This design comes from an exercise in tuning for small area and a short achievable clock period on the open sky130 flow, not from production work.
Only simulation tests tie the RTL to the original design; equivalence was not proved.

==> design/flow/config.mk <==
export PLATFORM = sky130hd
export DESIGN_NAME = deflate_stored_top
export DESIGN_NICKNAME = deflate_stored_top
export VERILOG_FILES = /design/flow/design.v
export SDC_FILE = /design/flow/constraint.sdc
export NUM_CORES = 4
export LEC_CHECK = 0
export CAP_MARGIN = 20
export CORE_MARGIN = 2
export CORE_UTILIZATION = 40
export SLEW_MARGIN = 20
==> design/flow/constraint.sdc <==
create_clock -name core_clock -period 6.0 [get_ports {clk}]
set_input_delay 1.2000 -clock core_clock [delete_from_list [all_inputs] [get_ports {clk}]]
set_output_delay 1.2000 -clock core_clock [all_outputs]
set_load 0.01 [all_outputs]
==> design/flow/design.v <==
package deflate_pkg;
	typedef struct packed {
		logic [32-26:0]    unused_hi;
		logic                           bfinal;
		logic [23-16:0]     unused_mid;
		logic [16-1:0]      len;
	} hdr_view_t;
	typedef union packed {
		hdr_view_t                              hdr;
		logic [32/8-1:0][7:0]      data;   
	} in_word_u;
	typedef enum logic [1:0] {
		KIND_NONE   = 2'd0,
		KIND_HEADER = 2'd1,
		KIND_DATA   = 2'd2
	} word_kind_e;
	typedef struct packed {
		word_kind_e kind;
		in_word_u   word;
		logic [2:0] nbytes;        
		logic       block_end;     
		logic       is_final;      
	} dec_word_t;
	typedef struct packed {
		logic [40-1:0] bits;
		logic [6-1:0]  size;
		logic                        last;     
	} field_t;
endpackage
`timescale 1ns/1ps
module block_decoder (
	input  logic                   clk,
	input  logic                   rst_n,
	input  logic                   word_valid,
	input  deflate_pkg::in_word_u  word,
	output logic                   dec_valid,
	output deflate_pkg::dec_word_t dec,
	output logic                   protocol_error
);
	typedef enum logic [1:0] {EXP_HEADER, EXP_DATA, EXP_ENDED} exp_kind_e;
	exp_kind_e                 exp_q;          
	logic [16-1:0] bytes_left;     
	logic                      final_q;        
	logic                      gap_q;          
	logic                      violation;
	logic                      accept;
	logic [2:0]                nbytes_c;
	deflate_pkg::dec_word_t                 dec_c;
	assign violation = word_valid & (gap_q | (exp_q == EXP_ENDED));
	assign accept    = word_valid & ~violation;
	assign nbytes_c  = (bytes_left >= 4) ? 3'd4 : bytes_left[2:0];
	always_comb begin
		dec_c           = '0;
		dec_c.word      = word;
		dec_c.kind      = deflate_pkg::KIND_NONE;
		if (exp_q == EXP_HEADER) begin
			dec_c.kind      = deflate_pkg::KIND_HEADER;
			dec_c.block_end = (word.hdr.len == '0);    
			dec_c.is_final  = word.hdr.bfinal;
		end else begin
			dec_c.kind      = deflate_pkg::KIND_DATA;
			dec_c.nbytes    = nbytes_c;
			dec_c.block_end = (bytes_left <= 4);
			dec_c.is_final  = final_q;
		end
	end
	always_ff @(posedge clk or negedge rst_n) begin
		if (!rst_n) begin
			exp_q          <= EXP_HEADER;
			bytes_left     <= '0;
			final_q        <= 1'b0;
			gap_q          <= 1'b0;
			dec_valid      <= 1'b0;
			protocol_error <= 1'b0;
		end else begin
			dec_valid <= accept;
			gap_q     <= accept & (exp_q == EXP_HEADER);
			if (violation)
				protocol_error <= 1'b1;    
			if (accept) begin
				if (exp_q == EXP_HEADER) begin
					bytes_left <= word.hdr.len;
					final_q    <= word.hdr.bfinal;
				end else begin
					bytes_left <= bytes_left - nbytes_c;
				end
				if (dec_c.block_end)
					exp_q <= dec_c.is_final ? EXP_ENDED : EXP_HEADER;
				else
					exp_q <= EXP_DATA;
			end
		end
	end
	always_ff @(posedge clk) begin
		if (accept)
			dec <= dec_c;
	end
endmodule
`timescale 1ns/1ps
module crc32_engine (
	input  logic                       clk,
	input  logic                       rst_n,
	input  logic                       crc_valid,
	input  logic [32-1:0] crc_data,
	input  logic [2:0]                 crc_nbytes,
	output logic [32-1:0] crc_out
);
	localparam int NUM_BYTES = 32 / 8;
	logic [32-1:0] crc_q;         
	logic [32-1:0] crc_next;
	always_comb begin
		logic [32-1:0] c;
		c = crc_q;
		for (int i = 0; i < NUM_BYTES; i++) begin
			if (i < crc_nbytes) begin
				c[7:0] = c[7:0] ^ crc_data[i*8 +: 8];
				for (int b = 0; b < 8; b++)
					c = c[0] ? ((c >> 1) ^ 32'hEDB8_8320) : (c >> 1);   
			end
		end
		crc_next = c;
	end
	always_ff @(posedge clk or negedge rst_n) begin
		if (!rst_n)
			crc_q <= 32'hFFFF_FFFF;
		else if (crc_valid)
			crc_q <= crc_next;     
	end
	assign crc_out = crc_q ^ 32'hFFFF_FFFF;   
endmodule
`timescale 1ns/1ps
module stored_sequencer (
	input  logic                   clk,
	input  logic                   rst_n,
	input  logic                   dec_valid,
	input  deflate_pkg::dec_word_t dec,
	output logic                   field_valid,
	output deflate_pkg::field_t    field
);
	typedef enum logic [1:0] {SEQ_STREAM, SEQ_CRC, SEQ_ISIZE} seq_state_e;
	localparam logic [6-1:0] HDR_SIZE  = 40;
	localparam logic [6-1:0] WORD_SIZE = 32;
	seq_state_e                 state_q;
	logic [32-1:0] isize_q;       
	logic [32-1:0] crc_value;
	logic [32-1:0] data_masked;
	logic                       crc_valid;
	logic                       trailer_go;
	logic                       field_valid_c;
	deflate_pkg::field_t                     field_c;
	assign crc_valid  = dec_valid & (dec.kind == deflate_pkg::KIND_DATA);
	assign trailer_go = dec_valid & dec.block_end & dec.is_final;   
	crc32_engine crc32_engine_i (
		.clk        (clk),
		.rst_n      (rst_n),
		.crc_valid  (crc_valid),
		.crc_data   (dec.word.data),
		.crc_nbytes (dec.nbytes),
		.crc_out    (crc_value)
	);
	always_comb begin
		for (int i = 0; i < 32/8; i++)
			data_masked[i*8 +: 8] = (i < dec.nbytes) ? dec.word.data[i] : 8'h00;
	end
	always_comb begin
		field_c       = '0;
		field_valid_c = 1'b0;
		if (dec_valid && dec.kind == deflate_pkg::KIND_HEADER) begin
			field_valid_c = 1'b1;
			field_c.bits  = {~dec.word.hdr.len, dec.word.hdr.len, 7'b0, dec.word.hdr.bfinal};
			field_c.size  = HDR_SIZE;
		end else if (dec_valid && dec.kind == deflate_pkg::KIND_DATA) begin
			field_valid_c                     = 1'b1;
			field_c.bits[32-1:0] = data_masked;
			field_c.size                      = {dec.nbytes, 3'b000};
		end else if (state_q == SEQ_CRC) begin
			field_valid_c                     = 1'b1;
			field_c.bits[32-1:0] = crc_value;    
			field_c.size                      = WORD_SIZE;
		end else if (state_q == SEQ_ISIZE) begin
			field_valid_c                     = 1'b1;
			field_c.bits[32-1:0] = isize_q;
			field_c.size                      = WORD_SIZE;
			field_c.last                      = 1'b1;         
		end
	end
	always_ff @(posedge clk or negedge rst_n) begin
		if (!rst_n) begin
			state_q     <= SEQ_STREAM;
			isize_q     <= '0;
			field_valid <= 1'b0;
		end else begin
			field_valid <= field_valid_c;
			if (dec_valid && dec.kind == deflate_pkg::KIND_HEADER)
				isize_q <= isize_q + dec.word.hdr.len;
			if (trailer_go)
				state_q <= SEQ_CRC;
			else if (state_q == SEQ_CRC)
				state_q <= SEQ_ISIZE;
			else if (state_q == SEQ_ISIZE)
				state_q <= SEQ_STREAM;
		end
	end
	always_ff @(posedge clk) begin
		if (field_valid_c)
			field <= field_c;
	end
endmodule
`timescale 1ns/1ps
module bit_packer (
	input  logic                        clk,
	input  logic                        rst_n,
	input  logic                        field_valid,
	input  deflate_pkg::field_t         field,
	output logic                        out_valid,
	output logic [32-1:0]  out_word,
	output logic                        out_last,
	output logic [3-1:0] out_bytes,
	output logic                        done
);
	localparam int CNT_BITS   = $clog2(72 + 1);
	localparam int BYTES_BITS = 3;
	localparam logic [CNT_BITS-1:0] WORD_CNT = CNT_BITS'(32);
	logic [72-1:0] acc_q;          
	logic [72-1:0] acc_in;
	logic [CNT_BITS-1:0]       cnt_q;          
	logic [CNT_BITS-1:0]       cnt_in;
	logic                      drain_q;        
	logic                      last_seen;
	logic                      emit;
	logic                      emit_last;
	always_comb begin
		acc_in = acc_q;
		cnt_in = cnt_q;
		if (field_valid) begin
			acc_in = acc_q | ({{(72-40){1'b0}}, field.bits} << cnt_q);
			cnt_in = cnt_q + CNT_BITS'(field.size);
		end
	end
	assign last_seen = drain_q | (field_valid & field.last);
	assign emit      = (cnt_in >= WORD_CNT) | (last_seen & (cnt_in != '0));
	assign emit_last = last_seen & (cnt_in != '0) & (cnt_in <= WORD_CNT);
	always_ff @(posedge clk or negedge rst_n) begin
		if (!rst_n) begin
			acc_q     <= '0;
			cnt_q     <= '0;
			drain_q   <= 1'b0;
			out_valid <= 1'b0;
			out_last  <= 1'b0;
			out_bytes <= BYTES_BITS'(4);
			done      <= 1'b0;
		end else begin
			out_valid <= emit;
			out_last  <= emit_last;
			out_bytes <= emit_last ? BYTES_BITS'(cnt_in >> 3) : BYTES_BITS'(4);   
			drain_q   <= last_seen & ~emit_last;
			done      <= done | emit_last;                   
			if (emit) begin
				acc_q <= acc_in >> 32;
				cnt_q <= emit_last ? '0 : cnt_in - WORD_CNT;
			end else begin
				acc_q <= acc_in;
				cnt_q <= cnt_in;
			end
		end
	end
	always_ff @(posedge clk) begin
		if (emit)
			out_word <= acc_in[32-1:0];
	end
endmodule
`timescale 1ns/1ps
module deflate_stored_top (
	input  logic                        clk,
	input  logic                        rst_n,
	input  logic                        word_valid,
	input  logic [32-1:0]  word,           
	output logic                        out_valid,
	output logic [32-1:0]  out_word,
	output logic                        out_last,
	output logic [3-1:0] out_bytes,
	output logic                        done,
	output logic                        protocol_error
);
	logic      dec_valid;      
	deflate_pkg::dec_word_t dec;
	logic      field_valid;    
	deflate_pkg::field_t    field;
	block_decoder block_decoder_i (
		.clk            (clk),
		.rst_n          (rst_n),
		.word_valid     (word_valid),
		.word           (word),
		.dec_valid      (dec_valid),
		.dec            (dec),
		.protocol_error (protocol_error)
	);
	stored_sequencer stored_sequencer_i (
		.clk         (clk),
		.rst_n       (rst_n),
		.dec_valid   (dec_valid),
		.dec         (dec),
		.field_valid (field_valid),
		.field       (field)
	);
	bit_packer bit_packer_i (
		.clk         (clk),
		.rst_n       (rst_n),
		.field_valid (field_valid),
		.field       (field),
		.out_valid   (out_valid),
		.out_word    (out_word),
		.out_last    (out_last),
		.out_bytes   (out_bytes),
		.done        (done)
	);
endmodule
==> design/flow/run.sh <==
#!/bin/bash
# synth_recipe.tcl (not shown) runs the flow's synth.tcl, then flattens the netlist and writes it again
# the make line also repeats each setting of config.mk as NAME=value (left out here)
make -C /OpenROAD-flow-scripts/flow DESIGN_CONFIG=/design/flow/config.mk WORK_HOME=/design/flow/orfs CLKGATE_MAP_FILE= SYNTH_SCRIPT=/design/flow/synth_recipe.tcl finish
==> reports/metrics.json <==
{
  "firstDrtPassIters": {"value": 6},
  "floorplan.die_area": {"value": 48020, "unit": "µm²"},
  "timing.critical_path.cells": {"value": "xnor2_2 > buf_4 > xnor2_2 > xor3_1 > mux2i_4 > xor2_4 > buf_4 > xnor3_1 > a21oi_2 > xnor3_1 > xnor3_1 > mux2i_1 > buf_4 > xnor2_2 > xnor2_2 > buf_4 > xnor2_2 > xnor3_1 > a21oi_1 > nor2_1"},
  "worst_slew_pin_slew": {"value": 1115, "unit": "ps"},
  "setup_viol_count_final": {"value": 0},
  "timing.critical_path.arrival": {"value": 6280, "unit": "ps"},
  "mappedNetlistArea": {"value": 18510, "unit": "µm²"},
  "mostFrequentLayoutCell": {"value": "sky130_fd_sc_hd__nor2_1"},
  "synthFlopType": {"value": "sky130_fd_sc_hd__dfrtp_1"},
  "wire_length_of_the_first_global_routing_pass": {"value": 87160, "unit": "µm"},
  "cts_inserted_buffers": {"value": 36},
  "report.final.slew_viol_count": {"value": 0},
  "routed_wire_length_per_instance": {"value": 22.30, "unit": "µm"},
  "yosysWarnings": {"value": 4},
  "timing.final.crit_share": {"value": 96.61, "unit": "%"},
  "grt_start_max_net_pins": {"value": 147},
  "route.detailed.vias_per_inst": {"value": 5.598},
  "slew_headroom": {"value": 25.07, "unit": "%"},
  "globalRouteTotalUtil": {"value": 24.17, "unit": "%"},
  "critical_path.slowest_cell": {"value": "sky130_fd_sc_hd__dfstp_2"},
  "cts.reportedPaths.clkPinSlew": {"value": 60, "unit": "ps"},
  "max_fanout_on_critical_path": {"value": 8},
  "hold_violation_count_in_the_final_report": {"value": 0},
  "antennaDiodeCount": {"value": 0},
  "fin_crit": {"value": 5796, "unit": "ps"},
  "dp_slack": {"value": 279.2, "unit": "ps"},
  "max_stage_delay": {"value": 660, "unit": "ps"},
  "postCtsSetupBuffers": {"value": 0},
  "fin_worst_skew": {"value": 16.06, "unit": "ps"},
  "total_detailed_routing_wirelength": {"value": 57540, "unit": "µm"},
  "mappedNetlistNets": {"value": 1957},
  "die_width": {"value": 219.1, "unit": "µm"},
  "cts_tree": {"value": "yes"},
  "ys_seq_elements": {"value": 287},
  "cp.buffers_inverters": {"value": 4},
  "hpwl_after_detailed_placement": {"value": 42440, "unit": "µm"},
  "final_antenna_net_count": {"value": 0},
  "post_synth_inst_count": {"value": 1897},
  "port_buffers": {"value": 73},
  "first_global_vias": {"value": 14050},
  "endpoint_kind": {"value": "register"},
  "hp-class": {"value": "register to register"},
  "post_route_cells_drive_above_1_share": {"value": 11.16, "unit": "%"},
  "achievable-frequency": {"value": 0.1725, "unit": "GHz"},
  "die_h": {"value": 219.1, "unit": "µm"},
  "outcome": {"value": "timing/DRC/antenna clean"},
  "gp_congestion": {"value": 0.9619},
  "clk_root_buffer_cell": {"value": "sky130_fd_sc_hd__clkbuf_16"},
  "synth_enable_flop_cells": {"value": 115},
  "worst_path_most_repeated_cell": {"value": "sky130_fd_sc_hd__xnor2_2"},
  "antenna_found_initial": {"value": 1},
  "asyncSetResetFlopFracSynth": {"value": 59.93, "unit": "%"},
  "cts.sinks": {"value": 287},
  "crit_family": {"value": "XOR/XNOR gates"},
  "fin_tns_setup": {"value": 0, "unit": "ps"},
  "placed_cells_incl_taps": {"value": 2514},
  "critPathKind": {"value": "register to register"},
  "drv_cap": {"value": 0},
  "std_cell_rows": {"value": 78},
  "ctsLongestPathBuffers": {"value": 3},
  "synth_seq_area_share": {"value": 42.12, "unit": "%"},
  "postLayoutSetupSlackWorst": {"value": 203.6, "unit": "ps"},
  "overflow": {"value": 0},
  "area.growth.synth_to_final": {"value": 15.03, "unit": "%"},
  "core_region_area": {"value": 45580, "unit": "µm²"},
  "instances_no_fill": {"value": 2580},
  "drc": {"value": 0},
  "ctsHtreeMaxLevel": {"value": 2},
  "finalNetCount": {"value": 2012},
  "holdBufCountCts": {"value": 0},
  "initial_core_util": {"value": 40.62, "unit": "%"},
  "worstPathRequired": {"value": 6480, "unit": "ps"},
  "worst_skew_pair.late_latency": {"value": 570, "unit": "ps"},
  "timing.critical_path.from_type": {"value": "register"},
  "hold_ws": {"value": 471.2, "unit": "ps"},
  "most-common-layout-cells": {"value": "sky130_fd_sc_hd__nor2_1, sky130_fd_sc_hd__a21oi_1, sky130_fd_sc_hd__nand2_1"},
  "syn-mean-instance-area": {"value": 9.760, "unit": "µm²"},
  "synth_cell_types": {"value": 80},
  "setup.reg_to_reg.worst_slack": {"value": 200, "unit": "ps"},
  "drt_iter0_markers": {"value": 1443},
  "routed-via-count": {"value": 14443},
  "rsz0062_at_grt": {"value": "false"},
  "num_io_pins": {"value": 74}
}
==> cell type report <==
class / instances / area [µm²]
Inverter: 40 / 150.1
Timing Repair Buffer: 130 / 1197
Clock inverter: 22 / 216.5
Multi-Input combinational cell: 1457 / 10170
Tap cell: 600 / 750.7
Fill cell: 4310 / 24280
Clock buffer: 44 / 1015
Sequential cell: 287 / 7801
==> sequential cells by signal (all words and copies together) (netlist names) <==
name                                     count
bit_packer_i.acc_q                          72
stored_sequencer_i.field                    44
block_decoder_i.dec                         39
bit_packer_i.out_word                       32
stored_sequencer_i.crc32_engine_i.crc_q     32
stored_sequencer_i.isize_q                  32
block_decoder_i.bytes_left                  16
bit_packer_i.cnt_q                           4
bit_packer_i.out_bytes                       3
block_decoder_i.exp_q                        2
stored_sequencer_i.state_q                   2
bit_packer_i.done                            1
bit_packer_i.drain_q                         1
bit_packer_i.out_last                        1
bit_packer_i.out_valid                       1
block_decoder_i.dec_valid                    1
block_decoder_i.final_q                      1
block_decoder_i.gap_q                        1
block_decoder_i.protocol_error               1
stored_sequencer_i.field_valid               1
==> through the flow <==
stage / cell area [µm²] / util (%)
2_1_floorplan: 18510 / -
3_3_place_gp: 20030 / 43.95
3_5_place_dp: 20050 / 44.00
4_1_cts: 21280 / 46.70
5_1_grt: 21300 / 46.73
6_report: 21300 / 46.73
==> logic make-up (layout without fill, tap and decap cells) <==
logic type	Yosys count	count (layout)	synth area share (%)
AO/OA/AOI/OAI	505	505	16.34
XOR/XNOR	301	301	18.51
adder cells (fa/ha/maj)	25	25	1.771
buffers and inverters	153	236	3.176
flip-flops	287	287	42.12
multiplexers	107	107	6.001
other	1	1	0.02025
AND/OR/NAND/NOR	518	518	12.06
==> cells in the mapped netlist (all sizes together) (5+ instances only) <==
| cell type | n | share of area [%] |
|---|---|---|
| nor2 | 232 | 4.7 |
| a21oi | 216 | 5.9 |
| xnor2 | 178 | 9.2 |
| nand2 | 169 | 3.4 |
| o21ai | 141 | 3.8 |
| dfrtp | 139 | 19 |
| edfxtp | 115 | 19 |
| mux2i | 88 | 4.8 |
| clkbuf | 87 | 1.8 |
| xor2 | 80 | 4.0 |
| inv | 39 | 0.79 |
| xnor3 | 37 | 4.5 |
| a21o | 36 | 1.5 |
| dfstp | 33 | 4.7 |
| buf | 26 | 0.59 |
| a22o | 24 | 1.1 |
| ha | 23 | 1.6 |
| mux2 | 19 | 1.2 |
| nand3 | 19 | 0.51 |
| a22oi | 18 | 0.73 |
| nor3 | 18 | 0.51 |
| a221oi | 15 | 0.71 |
| and3 | 13 | 0.44 |
| and2 | 11 | 0.37 |
| nor2b | 10 | 0.34 |
| nor4 | 10 | 0.34 |
| o31ai | 9 | 0.44 |
| a31oi | 7 | 0.24 |
| or2 | 7 | 0.24 |
| a211oi | 6 | 0.24 |
| or3 | 6 | 0.20 |
| xor3 | 6 | 0.77 |
| o211ai | 5 | 0.20 |
==> worst register-to-register path: cells and delay by family, from the launching register on <==
family,cells,cell delay (ps)
AO/OA/AOI/OAI,2,630
XOR/XNOR,11,3280
buffers and inverters,4,770
flip-flops,1,660
multiplexers,2,300
AND/OR/NAND/NOR,1,80
==> layer usage <==
metal | global-route usage (%) | part of all wire (%)
met1 | 32.41 | 44
met2 | 40.12 | 47
met3 | 3.423 | 5.8
met4 | 8.266 | 3.4
met5 | 0 | 0
==> timing repair <==
item / 4_1_cts / 5_1_grt
gates resized for setup: 0 / 1
setup endpoints to repair: 0 / 1
endpoints found under the hold margin: 0 / 0
==> worst paths after layout <==
| kind | cells after the start | endpoint | from |
|---|---|---|---|
| max in group asynchronous | 2 | bit_packer_i.cnt_q[3] | rst_n |
| max reg2reg | 20 | stored_sequencer_i.crc32_engine_i.crc_q[5] | stored_sequencer_i.crc32_engine_i.crc_q[3] |
| min in group asynchronous | 1 | block_decoder_i.bytes_left[12] | rst_n |
| max | 20 | stored_sequencer_i.crc32_engine_i.crc_q[5] | stored_sequencer_i.crc32_engine_i.crc_q[3] |
| min reg2reg | 1 | stored_sequencer_i.state_q[1] | block_decoder_i.dec[0] |
| min | 1 | stored_sequencer_i.state_q[1] | block_decoder_i.dec[0] |

## what the ideal ports hide
The results above use ideal ports. As a check the final layout listed here was re-extracted and re-timed, cells and wires unchanged.
Step 1: set_driving_cell puts a clkbuf_16 on clk and a buf_2 on each other input, an assumption about the parent block.
Step 2 moves the port delays by t, midway between the first and last clock arrival at a register: inputs arrive t later, outputs are due t later. That takes back most of the time a late clock gives input paths.
a / b / c = ideal ports / drivers / drivers and shift; a / b = the first two.
shift t [ns]: 0.615
setup WS [ns]: 0.204 / 0.204 / 0.204
hold slack, ns: 0.471 / 0.471 / 0.471
worst slew at a driven data input, ns: 0.04
pins driven straight from the clock port: 1
After both steps setup and hold are still met in this run. The setup slack of this run moves by 0.000 ns with the drivers and by 0.000 ns with both steps.
